From an optimization exercise on the open Yosys and OpenROAD flow, aimed at small area, a short achievable clock period and few clock cycles; shortcuts taken in it are not production practice. In this exercise RTL edits were held to simulation tests only and were not proved equivalent to the original.

==> flow/design.v <==
package chm_pkg;
  localparam int unsigned FIELD_W = 16;
  typedef struct packed {
    logic store;
    logic last;
  } chm_ctl_t;
  typedef enum logic [4:0] {
    ST_LOAD,
    ST_SORT_KEY,
    ST_SORT_KEYW,
    ST_SORT_CMP,
    ST_SORT_PUT,
    ST_DEDUP_RD,
    ST_DEDUP_CHK,
    ST_HULL_RD,
    ST_HULL_PT,
    ST_HULL_CHK,
    ST_HULL_MUL,
    ST_HULL_DEC,
    ST_HULL_REFILL,
    ST_HULL_PUSH,
    ST_OUT_RD,
    ST_OUT_EMIT
  } chm_state_e;
endpackage
module chm_fifo #(
  parameter int unsigned WIDTH = 34
) (
  input  logic             clk_i,
  input  logic             rst_ni,
  input  logic             push_valid_i,
  output logic             push_ready_o,
  input  logic [WIDTH-1:0] push_data_i,
  output logic             pop_valid_o,
  input  logic             pop_ready_i,
  output logic [WIDTH-1:0] pop_data_o
);
  logic [WIDTH-1:0] data_q [2];
  logic             wptr_q, rptr_q;
  logic [1:0]       cnt_q;
  logic             push, pop;
  assign push_ready_o = (cnt_q != 2'd2);
  assign pop_valid_o  = (cnt_q != 2'd0);
  assign pop_data_o   = data_q[rptr_q];
  assign push         = push_valid_i && push_ready_o;
  assign pop          = pop_valid_o && pop_ready_i;
  always_ff @(posedge clk_i) begin
    if (push) begin
      data_q[wptr_q] <= push_data_i;
    end
  end
  always_ff @(posedge clk_i or negedge rst_ni) begin
    if (!rst_ni) begin
      wptr_q <= 1'b0;
      rptr_q <= 1'b0;
      cnt_q  <= 2'd0;
    end else begin
      if (push) begin
        wptr_q <= !wptr_q;
      end
      if (pop) begin
        rptr_q <= !rptr_q;
      end
      if (push && !pop) begin
        cnt_q <= cnt_q + 2'd1;
      end else if (pop && !push) begin
        cnt_q <= cnt_q - 2'd1;
      end
    end
  end
endmodule
import chm_pkg::*;
module chm_front #(
  parameter int unsigned MAX_POINTS = 64,
  parameter int unsigned COORD_BITS = 16
) (
  input  logic                  clk_i,
  input  logic                  rst_ni,
  input  logic                  pt_valid_i,
  output logic                  pt_ready_o,
  input  logic [chm_pkg::FIELD_W-1:0] pt_px_i,
  input  logic [chm_pkg::FIELD_W-1:0] pt_py_i,
  input  logic                  pt_set_end_i,
  output logic                  q_valid_o,
  input  logic                  q_ready_i,
  output chm_pkg::chm_ctl_t     q_ctl_o,
  output logic [COORD_BITS-1:0] q_x_o,
  output logic [COORD_BITS-1:0] q_y_o
);
  localparam int unsigned CNT_W = $clog2(MAX_POINTS + 1);
  logic [CNT_W-1:0] cnt_q, cnt_d;
  logic [FIELD_W+COORD_BITS-1:0] xw, yw;
  logic full, acc;
  assign xw = {{COORD_BITS{1'b0}}, pt_px_i};
  assign yw = {{COORD_BITS{1'b0}}, pt_py_i};
  assign q_x_o = xw[COORD_BITS-1:0];
  assign q_y_o = yw[COORD_BITS-1:0];
  assign full          = (cnt_q == CNT_W'(MAX_POINTS));
  assign q_ctl_o.store = !full;
  assign q_ctl_o.last  = pt_set_end_i;
  assign q_valid_o     = pt_valid_i;
  assign pt_ready_o    = q_ready_i;
  assign acc           = pt_valid_i && q_ready_i;
  always_comb begin
    cnt_d = cnt_q;
    if (acc) begin
      if (pt_set_end_i) begin
        cnt_d = '0;
      end else if (!full) begin
        cnt_d = cnt_q + CNT_W'(1);
      end
    end
  end
  always_ff @(posedge clk_i or negedge rst_ni) begin
    if (!rst_ni) begin
      cnt_q <= '0;
    end else begin
      cnt_q <= cnt_d;
    end
  end
endmodule
import chm_pkg::*;
module chm_back #(
  parameter int unsigned MAX_POINTS = 64,
  parameter int unsigned COORD_BITS = 16
) (
  input  logic                  clk_i,
  input  logic                  rst_ni,
  input  logic                  q_valid_i,
  output logic                  q_ready_o,
  input  chm_pkg::chm_ctl_t     q_ctl_i,
  input  logic [COORD_BITS-1:0] q_x_i,
  input  logic [COORD_BITS-1:0] q_y_i,
  output logic                  hull_valid_o,
  input  logic                  hull_ready_i,
  output logic [chm_pkg::FIELD_W-1:0] hull_hx_o,
  output logic [chm_pkg::FIELD_W-1:0] hull_hy_o,
  output logic                  hull_end_o,
  output logic                  hull_overflowed_o
);
  localparam int unsigned CW    = COORD_BITS;
  localparam int unsigned PW    = 2 * CW;
  localparam int unsigned AW    = $clog2(MAX_POINTS);
  localparam int unsigned CNT_W = $clog2(MAX_POINTS + 1);
  localparam int unsigned MW    = 2 * CW + 2;
  localparam int unsigned XW    = 2 * CW + 3;
  function automatic logic [FIELD_W-1:0] to_field(input logic [CW-1:0] v);
    logic [FIELD_W+CW-1:0] s;
    s = {{FIELD_W{v[CW-1]}}, v};
    to_field = s[FIELD_W-1:0];
  endfunction
  function automatic logic pt_less(input logic [PW-1:0] a, input logic [PW-1:0] b);
    logic signed [CW-1:0] ax, ay, bx, by;
    ax = a[PW-1:CW];
    ay = a[CW-1:0];
    bx = b[PW-1:CW];
    by = b[CW-1:0];
    pt_less = (ax < bx) || ((ax == bx) && (ay < by));
  endfunction
  logic [PW-1:0] pmem [MAX_POINTS];
  logic [PW-1:0] umem [MAX_POINTS];
  logic [PW-1:0] lmem [MAX_POINTS];
  logic [PW-1:0] p_rd_q, u_rd_q, l_rd_q;
  logic             p_we, p_re, u_we, l_we, u_re, l_re;
  logic [CNT_W-1:0] p_widx, p_ridx, s_widx, s_ridx;
  logic [PW-1:0]    p_wdata;
  chm_pkg::chm_state_e state_q, state_d;
  logic [CNT_W-1:0] cnt_q, cnt_d, i_q, i_d, j_q, j_d, m_q, m_d;
  logic [CNT_W-1:0] ut_q, ut_d, lt_q, lt_d, k_q, k_d;
  logic drop_q, drop_d, side_q, side_d, ph_q, ph_d;
  logic [PW-1:0] key_q, key_d, last_q, last_d, p_q, p_d;
  logic [PW-1:0] u1_q, u1_d, u2_q, u2_d, l1_q, l1_d, l2_q, l2_d;
  logic ov_q, ov_d, oend_q, oend_d, oovf_q, oovf_d;
  logic [FIELD_W-1:0] ox_q, ox_d, oy_q, oy_d;
  logic [CNT_W-1:0] top_sel;
  logic [PW-1:0]    t1_sel, t2_sel, s_rd_sel, o_pt;
  logic signed [CW:0] dax, day, dqx, dqy;
  logic signed [CW:0] dax_q, day_q, dqx_q, dqy_q;
  logic signed [MW-1:0] pr1_q, pr2_q;
  logic signed [XW-1:0] xprod;
  logic pop_pt, out_free;
  assign top_sel  = side_q ? lt_q : ut_q;
  assign t1_sel   = side_q ? l1_q : u1_q;
  assign t2_sel   = side_q ? l2_q : u2_q;
  assign s_rd_sel = side_q ? l_rd_q : u_rd_q;
  assign dax = $signed({t2_sel[PW-1], t2_sel[PW-1:CW]}) - $signed({t1_sel[PW-1], t1_sel[PW-1:CW]});
  assign day = $signed({t2_sel[CW-1], t2_sel[CW-1:0]}) - $signed({t1_sel[CW-1], t1_sel[CW-1:0]});
  assign dqx = $signed({p_q[PW-1], p_q[PW-1:CW]}) - $signed({t1_sel[PW-1], t1_sel[PW-1:CW]});
  assign dqy = $signed({p_q[CW-1], p_q[CW-1:0]}) - $signed({t1_sel[CW-1], t1_sel[CW-1:0]});
  always_ff @(posedge clk_i) begin
    dax_q <= dax;
    day_q <= day;
    dqx_q <= dqx;
    dqy_q <= dqy;
    pr1_q <= MW'(dax_q * dqy_q);
    pr2_q <= MW'(day_q * dqx_q);
  end
  assign xprod = $signed({pr1_q[MW-1], pr1_q}) - $signed({pr2_q[MW-1], pr2_q});
  assign pop_pt = side_q ? !xprod[XW-1] : (xprod[XW-1] || (xprod == '0));
  assign out_free = !ov_q || hull_ready_i;
  assign o_pt     = ph_q ? u_rd_q : l_rd_q;
  always_ff @(posedge clk_i) begin
    if (p_we) begin
      pmem[p_widx[AW-1:0]] <= p_wdata;
    end
    if (p_re) begin
      p_rd_q <= pmem[p_ridx[AW-1:0]];
    end
    if (u_we) begin
      umem[s_widx[AW-1:0]] <= p_q;
    end
    if (u_re) begin
      u_rd_q <= umem[s_ridx[AW-1:0]];
    end
    if (l_we) begin
      lmem[s_widx[AW-1:0]] <= p_q;
    end
    if (l_re) begin
      l_rd_q <= lmem[s_ridx[AW-1:0]];
    end
  end
  always_comb begin
    state_d = state_q;
    cnt_d = cnt_q;  i_d = i_q;   j_d = j_q;   m_d = m_q;
    ut_d = ut_q;    lt_d = lt_q; k_d = k_q;
    drop_d = drop_q; side_d = side_q; ph_d = ph_q;
    key_d = key_q;  last_d = last_q; p_d = p_q;
    u1_d = u1_q; u2_d = u2_q; l1_d = l1_q; l2_d = l2_q;
    ov_d = ov_q;  oend_d = oend_q; oovf_d = oovf_q; ox_d = ox_q; oy_d = oy_q;
    p_we = 1'b0; p_re = 1'b0; u_we = 1'b0; l_we = 1'b0; u_re = 1'b0; l_re = 1'b0;
    p_widx = '0; p_ridx = '0; s_widx = '0; s_ridx = '0; p_wdata = key_q;
    q_ready_o = 1'b0;
    if (ov_q && hull_ready_i) begin
      ov_d = 1'b0;
    end
    case (state_q)
      ST_LOAD: begin
        q_ready_o = 1'b1;
        if (q_valid_i) begin
          if (q_ctl_i.store) begin
            p_we    = 1'b1;
            p_widx  = cnt_q;
            p_wdata = {q_x_i, q_y_i};
            cnt_d   = cnt_q + CNT_W'(1);
          end else begin
            drop_d = 1'b1;
          end
          if (q_ctl_i.last) begin
            i_d = CNT_W'(1);
            m_d = '0;
            if (cnt_d > CNT_W'(1)) begin
              state_d = ST_SORT_KEY;
            end else begin
              i_d     = '0;
              state_d = ST_DEDUP_RD;
            end
          end
        end
      end
      ST_SORT_KEY: begin
        p_re    = 1'b1;
        p_ridx  = i_q;
        state_d = ST_SORT_KEYW;
      end
      ST_SORT_KEYW: begin
        key_d   = p_rd_q;
        j_d     = i_q;
        p_re    = 1'b1;
        p_ridx  = i_q - CNT_W'(1);
        state_d = ST_SORT_CMP;
      end
      ST_SORT_CMP: begin
        p_we   = 1'b1;
        p_widx = j_q;
        if (pt_less(key_q, p_rd_q)) begin
          p_wdata = p_rd_q;
          j_d     = j_q - CNT_W'(1);
          if (j_q != CNT_W'(1)) begin
            p_re   = 1'b1;
            p_ridx = j_q - CNT_W'(2);
          end else begin
            state_d = ST_SORT_PUT;
          end
        end else begin
          i_d = i_q + CNT_W'(1);
          if (i_d < cnt_q) begin
            state_d = ST_SORT_KEY;
          end else begin
            i_d     = '0;
            state_d = ST_DEDUP_RD;
          end
        end
      end
      ST_SORT_PUT: begin
        p_we   = 1'b1;
        p_widx = j_q;
        i_d    = i_q + CNT_W'(1);
        if (i_d < cnt_q) begin
          state_d = ST_SORT_KEY;
        end else begin
          i_d     = '0;
          state_d = ST_DEDUP_RD;
        end
      end
      ST_DEDUP_RD: begin
        p_re    = 1'b1;
        p_ridx  = i_q;
        state_d = ST_DEDUP_CHK;
      end
      ST_DEDUP_CHK: begin
        if ((m_q == '0) || (p_rd_q != last_q)) begin
          p_we    = 1'b1;
          p_widx  = m_q;
          p_wdata = p_rd_q;
          last_d  = p_rd_q;
          m_d     = m_q + CNT_W'(1);
        end
        i_d = i_q + CNT_W'(1);
        if (i_d < cnt_q) begin
          state_d = ST_DEDUP_RD;
        end else begin
          i_d     = '0;
          ut_d    = '0;
          lt_d    = '0;
          state_d = ST_HULL_RD;
        end
      end
      ST_HULL_RD: begin
        p_re    = 1'b1;
        p_ridx  = i_q;
        state_d = ST_HULL_PT;
      end
      ST_HULL_PT: begin
        p_d     = p_rd_q;
        side_d  = 1'b0;
        state_d = ST_HULL_CHK;
      end
      ST_HULL_CHK: begin
        state_d = (top_sel >= CNT_W'(2)) ? ST_HULL_MUL : ST_HULL_PUSH;
      end
      ST_HULL_MUL: begin
        state_d = ST_HULL_DEC;
      end
      ST_HULL_DEC: begin
        if (pop_pt) begin
          if (side_q) begin
            lt_d = lt_q - CNT_W'(1);
            l1_d = l2_q;
          end else begin
            ut_d = ut_q - CNT_W'(1);
            u1_d = u2_q;
          end
          if (top_sel >= CNT_W'(3)) begin
            s_ridx  = top_sel - CNT_W'(3);
            l_re    = side_q;
            u_re    = !side_q;
            state_d = ST_HULL_REFILL;
          end else begin
            state_d = ST_HULL_CHK;
          end
        end else begin
          state_d = ST_HULL_PUSH;
        end
      end
      ST_HULL_REFILL: begin
        if (side_q) begin
          l2_d = s_rd_sel;
        end else begin
          u2_d = s_rd_sel;
        end
        state_d = ST_HULL_CHK;
      end
      ST_HULL_PUSH: begin
        s_widx = top_sel;
        if (side_q) begin
          l_we = 1'b1;
          l2_d = l1_q;
          l1_d = p_q;
          lt_d = lt_q + CNT_W'(1);
          i_d  = i_q + CNT_W'(1);
          if (i_d < m_q) begin
            state_d = ST_HULL_RD;
          end else begin
            k_d     = '0;
            ph_d    = 1'b0;
            state_d = ST_OUT_RD;
          end
        end else begin
          u_we    = 1'b1;
          u2_d    = u1_q;
          u1_d    = p_q;
          ut_d    = ut_q + CNT_W'(1);
          side_d  = 1'b1;
          state_d = ST_HULL_CHK;
        end
      end
      ST_OUT_RD: begin
        s_ridx  = k_q;
        l_re    = !ph_q;
        u_re    = ph_q;
        state_d = ST_OUT_EMIT;
      end
      ST_OUT_EMIT: begin
        if (out_free) begin
          ov_d   = 1'b1;
          ox_d   = to_field(o_pt[PW-1:CW]);
          oy_d   = to_field(o_pt[CW-1:0]);
          oovf_d = drop_q;
          oend_d = ph_q ? (k_q == CNT_W'(1)) : (lt_q == CNT_W'(1));
          state_d = ST_OUT_RD;
          if (oend_d) begin
            cnt_d   = '0;
            drop_d  = 1'b0;
            ut_d    = '0;
            lt_d    = '0;
            state_d = ST_LOAD;
          end else if (!ph_q && (k_q + CNT_W'(2) < lt_q)) begin
            k_d = k_q + CNT_W'(1);
          end else if (!ph_q) begin
            ph_d = 1'b1;
            k_d  = ut_q - CNT_W'(1);
          end else begin
            k_d = k_q - CNT_W'(1);
          end
        end
      end
      default: begin
        state_d = ST_LOAD;
      end
    endcase
  end
  always_ff @(posedge clk_i or negedge rst_ni) begin
    if (!rst_ni) begin
      state_q <= ST_LOAD;
      cnt_q   <= '0;
      i_q     <= '0;
      j_q     <= '0;
      m_q     <= '0;
      ut_q    <= '0;
      lt_q    <= '0;
      k_q     <= '0;
      drop_q  <= 1'b0;
      side_q  <= 1'b0;
      ph_q    <= 1'b0;
      ov_q    <= 1'b0;
    end else begin
      state_q <= state_d;
      cnt_q   <= cnt_d;
      i_q     <= i_d;
      j_q     <= j_d;
      m_q     <= m_d;
      ut_q    <= ut_d;
      lt_q    <= lt_d;
      k_q     <= k_d;
      drop_q  <= drop_d;
      side_q  <= side_d;
      ph_q    <= ph_d;
      ov_q    <= ov_d;
    end
  end
  always_ff @(posedge clk_i) begin
    key_q  <= key_d;
    last_q <= last_d;
    p_q    <= p_d;
    u1_q   <= u1_d;
    u2_q   <= u2_d;
    l1_q   <= l1_d;
    l2_q   <= l2_d;
    ox_q   <= ox_d;
    oy_q   <= oy_d;
    oend_q <= oend_d;
    oovf_q <= oovf_d;
  end
  assign hull_valid_o      = ov_q;
  assign hull_hx_o         = ox_q;
  assign hull_hy_o         = oy_q;
  assign hull_end_o   = oend_q;
  assign hull_overflowed_o = oovf_q;
endmodule
import chm_pkg::*;
module convex_hull_monotone_chain #(
  parameter int unsigned MAX_POINTS = 64,
  parameter int unsigned COORD_BITS = 16
) (
  input  logic      clk_i,
  input  logic      rst_ni,
  input  logic        pt_valid_i,
  output logic        pt_ready_o,
  input  logic [15:0] pt_px_i,
  input  logic [15:0] pt_py_i,
  input  logic        pt_set_end_i,
  output logic        hull_valid_o,
  input  logic        hull_ready_i,
  output logic [15:0] hull_hx_o,
  output logic [15:0] hull_hy_o,
  output logic        hull_end_o,
  output logic        hull_overflowed_o
);
  localparam int unsigned QW = 2 + 2 * COORD_BITS;
  logic                  f_valid, f_ready, b_valid, b_ready;
  chm_pkg::chm_ctl_t     f_ctl, b_ctl;
  logic [COORD_BITS-1:0] f_x, f_y, b_x, b_y;
  chm_front #(.MAX_POINTS(MAX_POINTS), .COORD_BITS(COORD_BITS)) u_front (
    .clk_i     (clk_i),
    .rst_ni    (rst_ni),
    .pt_valid_i   (pt_valid_i),
    .pt_ready_o   (pt_ready_o),
    .pt_px_i      (pt_px_i),
    .pt_py_i      (pt_py_i),
    .pt_set_end_i (pt_set_end_i),
    .q_valid_o (f_valid),
    .q_ready_i (f_ready),
    .q_ctl_o   (f_ctl),
    .q_x_o     (f_x),
    .q_y_o     (f_y)
  );
  chm_fifo #(.WIDTH(QW)) u_fifo (
    .clk_i        (clk_i),
    .rst_ni       (rst_ni),
    .push_valid_i (f_valid),
    .push_ready_o (f_ready),
    .push_data_i  ({f_ctl, f_x, f_y}),
    .pop_valid_o  (b_valid),
    .pop_ready_i  (b_ready),
    .pop_data_o   ({b_ctl, b_x, b_y})
  );
  chm_back #(.MAX_POINTS(MAX_POINTS), .COORD_BITS(COORD_BITS)) u_back (
    .clk_i     (clk_i),
    .rst_ni    (rst_ni),
    .q_valid_i (b_valid),
    .q_ready_o (b_ready),
    .q_ctl_i   (b_ctl),
    .q_x_i     (b_x),
    .q_y_i     (b_y),
    .hull_valid_o      (hull_valid_o),
    .hull_ready_i      (hull_ready_i),
    .hull_hx_o         (hull_hx_o),
    .hull_hy_o         (hull_hy_o),
    .hull_end_o        (hull_end_o),
    .hull_overflowed_o (hull_overflowed_o)
  );
endmodule
==> flow/run.sh <==
#!/bin/bash
# synth_recipe.tcl (not shown) runs the flow's synth.tcl, then flattens the netlist and writes it again
# the make line also repeats each setting of config.mk as NAME=value (left out here)
make -C /OpenROAD-flow-scripts/flow DESIGN_CONFIG=/design/flow/config.mk WORK_HOME=/design/flow/orfs CLKGATE_MAP_FILE= SYNTH_SCRIPT=/design/flow/synth_recipe.tcl finish
==> flow/config.mk <==
export PLATFORM = sky130hd
export DESIGN_NAME = convex_hull_monotone_chain
export DESIGN_NICKNAME = convex_hull_monotone_chain
export VERILOG_FILES = /design/flow/design.v
export SDC_FILE = /design/flow/constraint.sdc
export NUM_CORES = 4
export LEC_CHECK = 0
export CAP_MARGIN = 20
export CORE_MARGIN = 2
export CORE_UTILIZATION = 40
export SLEW_MARGIN = 20
==> flow/constraint.sdc <==
create_clock -name core_clock -period 10.0 [get_ports {clk_i}]
set_input_delay 2.0000 -clock core_clock [delete_from_list [all_inputs] [get_ports {clk_i}]]
set_output_delay 2.0000 -clock core_clock [all_outputs]
set_load 0.01 [all_outputs]
==> run_summary.xml <==
<?xml version="1.0" encoding="UTF-8"?>
<metrics>
  <group name="clock_tree">
    <metric name="numClockSinks" unit="">6770</metric>
    <metric name="htree_num_levels" unit="">6</metric>
    <metric name="cts_tree" unit="">done</metric>
    <metric name="cts_repair_resized_insts" unit="">0</metric>
    <metric name="ctsHoldBuffers" unit="">0</metric>
    <metric name="insertion_delay" unit="ns">1.18</metric>
    <metric name="post_cts_setup_driven_buffer_insertion_count" unit="">0</metric>
    <metric name="number_of_clock_buffers_inserted_by_tritoncts" unit="">694</metric>
    <metric name="cts-root-buf" unit="">clkbuf_16</metric>
    <metric name="worst_setup_hold_path_clk_slew" unit="ns">0.06</metric>
    <metric name="deepest_clock_path_buffer_count" unit="">4</metric>
  </group>
  <group name="global_routing">
    <metric name="number_of_antenna_violations_at_the_first_check_in_global_routing" unit="">72</metric>
    <metric name="grt-ovfl-total" unit="">0</metric>
    <metric name="grt_first_pass_wirelength" unit="um">1270000</metric>
    <metric name="number_of_global_route_vias_before_repair" unit="">169000</metric>
    <metric name="grt.total_usage" unit="%">23.8</metric>
    <metric name="grt_start_max_net_pins" unit="">160</metric>
  </group>
  <group name="timing">
    <metric name="hold_violations" unit="">0</metric>
    <metric name="timing_max_transition_violations_final" unit="">0</metric>
    <metric name="relSlewSlack" unit="%">14.1</metric>
    <metric name="max_freq" unit="MHz">124</metric>
    <metric name="totalNegativeSetupSlack" unit="ns">0</metric>
    <metric name="timing.clock.skew" unit="ns">0.116</metric>
    <metric name="worst_pin_slew" unit="ns">1.28</metric>
    <metric name="rsz0062_at_grt" unit="">false</metric>
    <metric name="timing.final.crit_period" unit="ns">8.09</metric>
    <metric name="holdWs" unit="ns">0.477</metric>
    <metric name="min_period_over_period" unit="%">80.9</metric>
    <metric name="final-setup-viol-count" unit="">0</metric>
  </group>
  <group name="synthesis">
    <metric name="yosys.cell_count.top_type" unit="">edfxtp_1</metric>
    <metric name="synth_cell_types" unit="">95</metric>
    <metric name="yosysSeqAreaShare" unit="%">69.3</metric>
    <metric name="synth_top_cells_by_count" unit="">6566 x edfxtp_1, 4243 x nand2_1, 1258 x nand3_1</metric>
    <metric name="synthCells" unit="">19900</metric>
    <metric name="synth_top_flop_cell" unit="">edfxtp_1</metric>
    <metric name="ys_top_cells_by_area" unit="">edfxtp_1 68%, nand2_1 5.5%, mux4_2 4.8%, fa_1 4.1%, nand3_1 2.2%</metric>
    <metric name="yosys_warnings" unit="">3</metric>
    <metric name="synth-edff-count" unit="">6566</metric>
    <metric name="synthArstFlopShare" unit="%">1.00</metric>
    <metric name="syn_area" unit="sq mm">0.291</metric>
    <metric name="synth.largest_area_cell" unit="">edfxtp_1</metric>
    <metric name="yosysTopAreaCellShare" unit="%">67.8</metric>
    <metric name="avgSynthCellArea" unit="sq um">14.6</metric>
    <metric name="synth_fp_nets" unit="">20900</metric>
    <metric name="yosys_register_bits" unit="">6770</metric>
  </group>
  <group name="critical_path">
    <metric name="worstPathArrival" unit="ns">9.08</metric>
    <metric name="cp_max_fo" unit="">92</metric>
    <metric name="crit_path_start_kind" unit="">flop</metric>
    <metric name="timing.critical_path.required" unit="ns">10.99</metric>
    <metric name="criticalPathCategory" unit="">flop to flop</metric>
    <metric name="worstPathCellList" unit="">inv_1 &gt; ha_1 &gt; inv_1 &gt; fa_1 &gt; xnor2_1 &gt; o31ai_1 &gt; a2111oi_0 &gt; o2111ai_1 &gt; a2111oi_2 &gt; nand4_1 &gt; nor4_2 &gt; nand4_2 &gt; nor4b_1 &gt; or3_4 &gt; buf_12 &gt; nor2_1 &gt; buf_4 &gt; a32oi_1 &gt; o211a_1</metric>
    <metric name="critical_path.endpoint_type" unit="">flop</metric>
    <metric name="cp_common_cell" unit="">inv_1</metric>
    <metric name="crit_path_top_delay_cell" unit="">a32oi_1</metric>
    <metric name="cpPeakStageDelay" unit="ns">0.99</metric>
  </group>
  <group name="final_layout">
    <metric name="fillCellCount" unit="">63000</metric>
    <metric name="postLayoutCoreUtil" unit="%">45.2</metric>
    <metric name="share_of_final_layout_standard_cells_stronger_than_drive_strength_1" unit="%">12.6</metric>
    <metric name="finish.instance_area" unit="sq mm">0.328</metric>
    <metric name="areaGrowthSynthToFinish" unit="%">12.6</metric>
    <metric name="final_net_count" unit="">21200</metric>
  </group>
  <group name="placement">
    <metric name="routabilityCongestion" unit="">0.902</metric>
    <metric name="buffer_ports.inserted" unit="">72</metric>
    <metric name="place.detailed.hpwl" unit="um">532000</metric>
    <metric name="dpl_cell_area" unit="sq mm">0.306</metric>
  </group>
  <group name="route">
    <metric name="ant_nets" unit="">0</metric>
    <metric name="dr_drc_count" unit="">0</metric>
    <metric name="wire_per_inst" unit="um">29.8</metric>
    <metric name="finalWirelength" unit="um">906000</metric>
    <metric name="drtIter0Drc" unit="">25800</metric>
    <metric name="detailedRoute.firstPassIterationCount" unit="">6</metric>
    <metric name="via_count" unit="">177000</metric>
    <metric name="via_per_inst" unit="">5.82</metric>
  </group>
  <group name="floorplan">
    <metric name="dieArea" unit="sq mm">0.734</metric>
    <metric name="std_cell_rows" unit="">313</metric>
    <metric name="initial_core_util" unit="%">40.1</metric>
    <metric name="top_level_ports" unit="">73</metric>
    <metric name="core_area" unit="sq mm">0.726</metric>
    <metric name="floorplan.die.height" unit="um">857</metric>
    <metric name="fp.dieW" unit="um">857</metric>
  </group>
  <group name="min_path">
    <metric name="hold_class" unit="">flop to flop</metric>
  </group>
  <group name="outcome">
    <metric name="result_of_the_run" unit="">no timing/DRC/antenna violations</metric>
  </group>
  <group name="job">
    <metric name="max_cap_viol_count" unit="">0</metric>
  </group>
</metrics>
-- critical path: cells and delay by family (launching register included) --
kind | cells | cell delay [ns]
fa+ha+maj | 2 | 0.60
simple gates | 6 | 3.12
buf+inv | 4 | 0.97
compound gates | 6 | 2.52
xor+xnor | 1 | 0.30
flops | 1 | 0.29
-- flip-flops by register name (all words and copies together) (netlist names), 34 cells and up --
register       count
u_back.pr1_q      34
u_back.pmem     2048
u_back.pr2_q      34
u_fifo.data_q     68
u_back.umem     2048
u_back.lmem     2048
-- layout make-up --
| class | instances | area (sq um) | share of cell area [%] |
|---|---|---|---|
| Tap cell | 9607 | 12000 | 3.67 |
| Sequential cell | 6770 | 202000 | 61.5 |
| Multi-Input combinational cell | 11300 | 83600 | 25.5 |
| Antenna cell | 22 | 55.1 | 0.0168 |
| Clock inverter | 365 | 3530 | 1.08 |
| Timing Repair Buffer | 647 | 5710 | 1.74 |
| Clock buffer | 877 | 18200 | 5.56 |
| Inverter | 788 | 2960 | 0.903 |
-- metal layers --
| metal | vias to the layer above | global-route usage [%] | wire (um) |
|---|---|---|---|
| li1 | 74300 | - | - |
| met1 | 90800 | 32.7 | 352000 |
| met2 | 9659 | 36.2 | 402000 |
| met3 | 1741 | 5.63 | 102000 |
| met4 | 34 | 11.1 | 49300 |
| met5 | - | 0 | 243 |
-- logic make-up after synthesis --
kind of cell / synth area share (%)
AOI/OAI and AO/OA: 4.20
xor gates and xnor gates: 0.515
adders and majority gates: 5.58
buffers and inverters: 2.66
DFF: 69.3
muxes: 7.01
and+or+nand+nor: 10.7
-- worst paths after layout --
kind | to | startpoint | depth (start not counted) | slack, ns
max | u_back.u_rd_q[17]$_DFFE_PP_ | u_back.pr1_q[0]$_DFF_P_ | 19 | 1.91
min | u_back.oovf_q$_DFFE_PP_ | u_back.drop_q$_DFFE_PN0P_ | 0 | 0.48
max reg2reg | u_back.u_rd_q[17]$_DFFE_PP_ | u_back.pr1_q[0]$_DFF_P_ | 19 | 1.91
min reg2reg | u_back.oovf_q$_DFFE_PP_ | u_back.drop_q$_DFFE_PN0P_ | 0 | 0.48
max in group asynchronous | u_back.side_q$_DFFE_PN0P_ | rst_ni | 2 | 8.12
min in group asynchronous | u_fifo.wptr_q$_DFFE_PN0P_ | rst_ni | 1 | 0.74
-- cells in the final DEF, fill, tap and decap left out, types with 203 or more instances in the layout --
master	synthesis	layout
fa_1	597	597
inv_1	784	784
mux4_2	626	626
mux2i_1	478	477
ha_1	343	343
edfxtp_1	6566	6566
and2_1	322	321
nand3_1	1258	1253
buf_4	61	517
a21oi_1	286	283
a31oi_1	334	333
clkbuf_16	0	698
o21ai_0	210	209
nor2_4	0	203
and3_1	391	389
nand2_1	4243	4229
nor2_1	555	341
-- stage by stage --
stage | cells | setup slack, ns
after CTS | 30300 | 2.02
after global placement | 29100 | 0.716
after global routing | 30300 | 1.86
final | 30400 | 1.91
after floorplan | 19900 | 3.44
after detailed placement | 29100 | 2.01
Testbench counts, summed over its fixed seeds: cycles 245,969.

static timing again, ports no longer ideal:
How much do the figures lean on ideal ports? The routed layout below was timed once more, with nothing changed but the port constraints. Step 1 (the two cells are an assumption about what drives the block):
set clk [get_ports {clk_i}]
set_driving_cell -lib_cell sky130_fd_sc_hd__clkbuf_16 $clk
set_driving_cell -lib_cell sky130_fd_sc_hd__buf_2 [delete_from_list [all_inputs] $clk]
Step 2 also shifts input and output timing later by t, the mid clock arrival at the registers, as if the neighbouring blocks saw the same clock. a / b / c = no drivers / after step 1 / after step 2; a / b = the first two.
shift t [ns]: 1.262
setup slack, ns: 1.909 / 1.909 / 1.909
worst register clock-pin slew, ns: 0.08 / 0.08
After both steps this run still meets setup and hold. The setup slack of this run moves by 0.000 ns with the drivers and by 0.000 ns with both steps.
